This is an optimization exercise on Yosys and OpenROAD, whose aim is small area and a short achievable clock period, not a production implementation.
The RTL was checked by simulation tests, not by an equivalence proof against the original design.
Power figures rest on the tool's default switching activity, not on a simulated workload.

## run A
==> flow/design.v (excerpt) <==
module thumb_core (
    input  logic   rst,
    input  logic   reset,
    input  thumb_isa_pkg::cmd_t   cmd_i,
    input  logic   cmd_valid_i,
    output core_types_pkg::wb_t    wb_o,
    output core_types_pkg::flags_t flags_o
);
    logic        exec;
    logic [7:0]  sel_a, sel_b;
    logic [2:0]  dest;
    logic        wen, is_mul, is_add, is_shift;
    logic        x_zero, y_reg, y_inv, cin_one, cin_c;
    logic [7:0]  imm;
    logic        sh_imm, sh_lsl, sh_asr, sh_ror;
    logic        lg_and, lg_eor, lg_orr, lg_bic;
    thumb_decoder u_decoder (
        .cmd_i      (cmd_i),
        .exec_o     (exec),
        .sel_a_o    (sel_a),
        .sel_b_o    (sel_b),
        .dest_o     (dest),
        .wen_o      (wen),
        .is_mul_o   (is_mul),
        .is_add_o   (is_add),
        .is_shift_o (is_shift),
        .x_zero_o   (x_zero),
        .y_reg_o    (y_reg),
        .y_inv_o    (y_inv),
        .cin_one_o  (cin_one),
        .cin_c_o    (cin_c),
        .imm_o      (imm),
        .sh_imm_o   (sh_imm),
        .sh_lsl_o   (sh_lsl),
        .sh_asr_o   (sh_asr),
        .sh_ror_o   (sh_ror),
        .lg_and_o   (lg_and),
        .lg_eor_o   (lg_eor),
        .lg_orr_o   (lg_orr),
        .lg_bic_o   (lg_bic)
    );
    localparam int K = 4;    
    localparam int E = 3;    
    logic [K-1:0][31:0] row_q;
    logic [E-1:0]       x_q;
    logic [31:0]        nm_q;     
    logic        wb_valid_q;
    logic        wb_we_q;
    logic [2:0]  wb_dest_q;
    logic        nz_upd_q, c_add_q, c_sh_q, shc_q;
    logic        n_hold_q, z_hold_q, c_hold_q, v_hold_q;
    logic [31:0] res;
    logic        res_carry, res_zero;
    logic        c_flag, v_flag, n_flag, z_flag;
    logic [K-1:0][31:0] row_in;
    always_comb begin
        row_in    = row_q;
        row_in[0] = row_q[0] | nm_q;
    end
    rows_sum u_sum (
  ...
Size in the first run: about 420 flip-flops, roughly 39000 um2 of cells after synthesis.
Settings: LEC_CHECK=0, CAP_MARGIN=20, CORE_MARGIN=2, CORE_UTILIZATION=50, SETUP_SLACK_MARGIN=5, SLEW_MARGIN=20; clock period 13.5 ns.
run.sh (not shown) runs the stock make flow with config.mk's settings and CLKGATE_MAP_FILE= SYNTH_SCRIPT=/design/flow/synth_recipe.tcl, a recipe that flattens the netlist after the stock synthesis.
Run A completed every stage of the flow, and the final layout passed the timing, design-rule and antenna checks.
#### Input delta (run B over run A)
- a deleted SETUP_SLACK_MARGIN that had been 5
==> flow/flow/run.sh (new file) <==
#!/bin/bash
set -euo pipefail
MARGIN=7
bash standard.sh "SETUP_SLACK_MARGIN=$MARGIN" \
    "BUFFER_PORTS_ARGS=-buffer_cell sky130_fd_sc_hd__buf_4" finish > make_finish.log 2>&1
==> flow/standard.sh (new file) <==
#!/bin/bash
# synth_recipe.tcl (not shown) runs the flow's synth.tcl, then flattens the netlist and writes it again
# the make line also repeats each setting of config.mk as NAME=value (left out here)
make -C /OpenROAD-flow-scripts/flow DESIGN_CONFIG=/design/flow/config.mk WORK_HOME=/design/flow/orfs CLKGATE_MAP_FILE= SYNTH_SCRIPT=/design/flow/synth_recipe.tcl "${@:-finish}"
removed: flow/run.sh
[summary]
- When run B is set beside run A, its final critical-path required period turns out to be 0.73 ns smaller.
- Run A reports its termination of the worst setup path as wb_o[17] while run B reports flags_o[3].
- Taking run B as 1.0, run A lands at 0.857 on final design instance area without fill.
- Run B ends up with a met1 track utilization from global routing that is 5.4 points higher than in run A.
- Of run B and run A, run A shows the higher final critical-path share of the clock period, with run B below it.
- Compared to run A, run B has number of iterations in the first detailed-routing pass 2 lower.
- The higher routed wire length came out of run B.
- Area fraction in and, or, nand and nor cells after synthesis across run B and run A: no real change.
- Max final worst slack across run B and run A: run B
- Summary: with run A as the reference, count of placed standard cells including taps in run B moved down slightly.
- In the tables for run B and run A, final cell count reads lower with run A.
- On number of vias in the routed layout, run A beats run B.
## Diff of input files: run C against run B
- SETUP_SLACK_MARGIN: unset -> 5
- CORE_UTILIZATION: 50 -> 45
==> flow/run.sh (new file) <==
#!/bin/bash
# synth_recipe.tcl (not shown) runs the flow's synth.tcl, then flattens the netlist and writes it again
# the make line also repeats each setting of config.mk as NAME=value (left out here)
make -C /OpenROAD-flow-scripts/flow DESIGN_CONFIG=/design/flow/config.mk WORK_HOME=/design/flow/orfs CLKGATE_MAP_FILE= SYNTH_SCRIPT=/design/flow/synth_recipe.tcl finish
removed: flow/flow/run.sh
removed: flow/standard.sh
## What came out
| routed wirelength normalized by instance count | run C vs run B | 4.9% lower |
Comparing run C with run B, the clock transition at the registers of the reported paths came out essentially unchanged.
Insertion delay of the later-clocked pin in the worst-skew pair delta (run B -> run C): insignificant
Against run B, run C reports a share of power burned in the clock network that is higher.
Measured against run C, the wire length after detailed routing of run B comes out at 1.09 times the reference value.
Sort run C and run B by iteration count of the initial detailed-routing pass asc -> top: run B
--- input diff run C..run D ---
- CORE_UTILIZATION changed from 45 to 50
- SETUP_SLACK_MARGIN removed (was 5)
==> flow/flow/run.sh (new file) <==
#!/bin/bash
set -euo pipefail
MARGIN=6
bash standard.sh "SETUP_SLACK_MARGIN=$MARGIN" \
    "BUFFER_PORTS_ARGS=-buffer_cell sky130_fd_sc_hd__buf_4" finish > make_finish.log 2>&1
==> flow/standard.sh (new file) <==
#!/bin/bash
# synth_recipe.tcl (not shown) runs the flow's synth.tcl, then flattens the netlist and writes it again
# the make line also repeats each setting of config.mk as NAME=value (left out here)
make -C /OpenROAD-flow-scripts/flow DESIGN_CONFIG=/design/flow/config.mk WORK_HOME=/design/flow/orfs CLKGATE_MAP_FILE= SYNTH_SCRIPT=/design/flow/synth_recipe.tcl "${@:-finish}"
removed: flow/run.sh
[summary]
Delta (run D minus run C): final worst hold slack climbed 0.0084 ns, routed wire length climbed 13000 um, count of clock-buffer cells in the layout climbed 1.6%, die area dropped 8800 um2, largest voltage drop on the vdd net climbed about 25%. In the flow results for run C and run D, the sequential share of power is larger on run C. cmd_i[13] as the beginning of the critical path was reported by run D, and nm_q[13]$_SDFF_PP0_ by run C. Per the comparison of run D with run C, global routing usage summed across all routing layers now larger; sequential cell count comparable; layout overhead on the synthesized area now larger; number of buffers inserted by post-CTS setup repair now larger. Number of max-capacitance violations reported: run D vs run C identical.

port drivers added, routing unchanged:
No port has a modelled driver above. Below, the same layouts with a new extraction and two added sets of constraints. Step 1 (the two cells are an assumption about what drives the block):
set clk [get_ports {rst}]
set_driving_cell -lib_cell sky130_fd_sc_hd__clkbuf_16 $clk
set_driving_cell -lib_cell sky130_fd_sc_hd__buf_2 [delete_from_list [all_inputs] $clk]
Step 2 times the ports against the registers' clock, not the clock port: input delays grow and output delays shrink by t, the midpoint of the rising clock arrivals with the driver on. Three values: no drivers, after step 1, after step 2; two values: the first two.
| run | t, ns | slack for setup (ns) | latest minus earliest clock arrival (ns) | slew at the worst register clock pin (ns) |
|---|---|---|---|---|
| run A | 0.703 | 5.067 / 4.990 / 4.460 | 0.041 / 0.041 | 0.07 / 0.07 |
| run B | 0.701 | 5.796 / 5.721 / 5.125 | 0.023 / 0.024 | 0.07 / 0.07 |
| run C | 0.718 | 5.027 / 4.947 / 4.434 | 0.026 / 0.027 | 0.07 / 0.07 |
| run D | 0.698 | 5.762 / 5.744 / 5.046 | 0.039 / 0.038 | 0.07 / 0.07 |
After both steps setup and hold are still met in every run listed. The setup slack of run D, which loses most, moves by -0.018 ns with the drivers and by -0.716 ns with both steps.
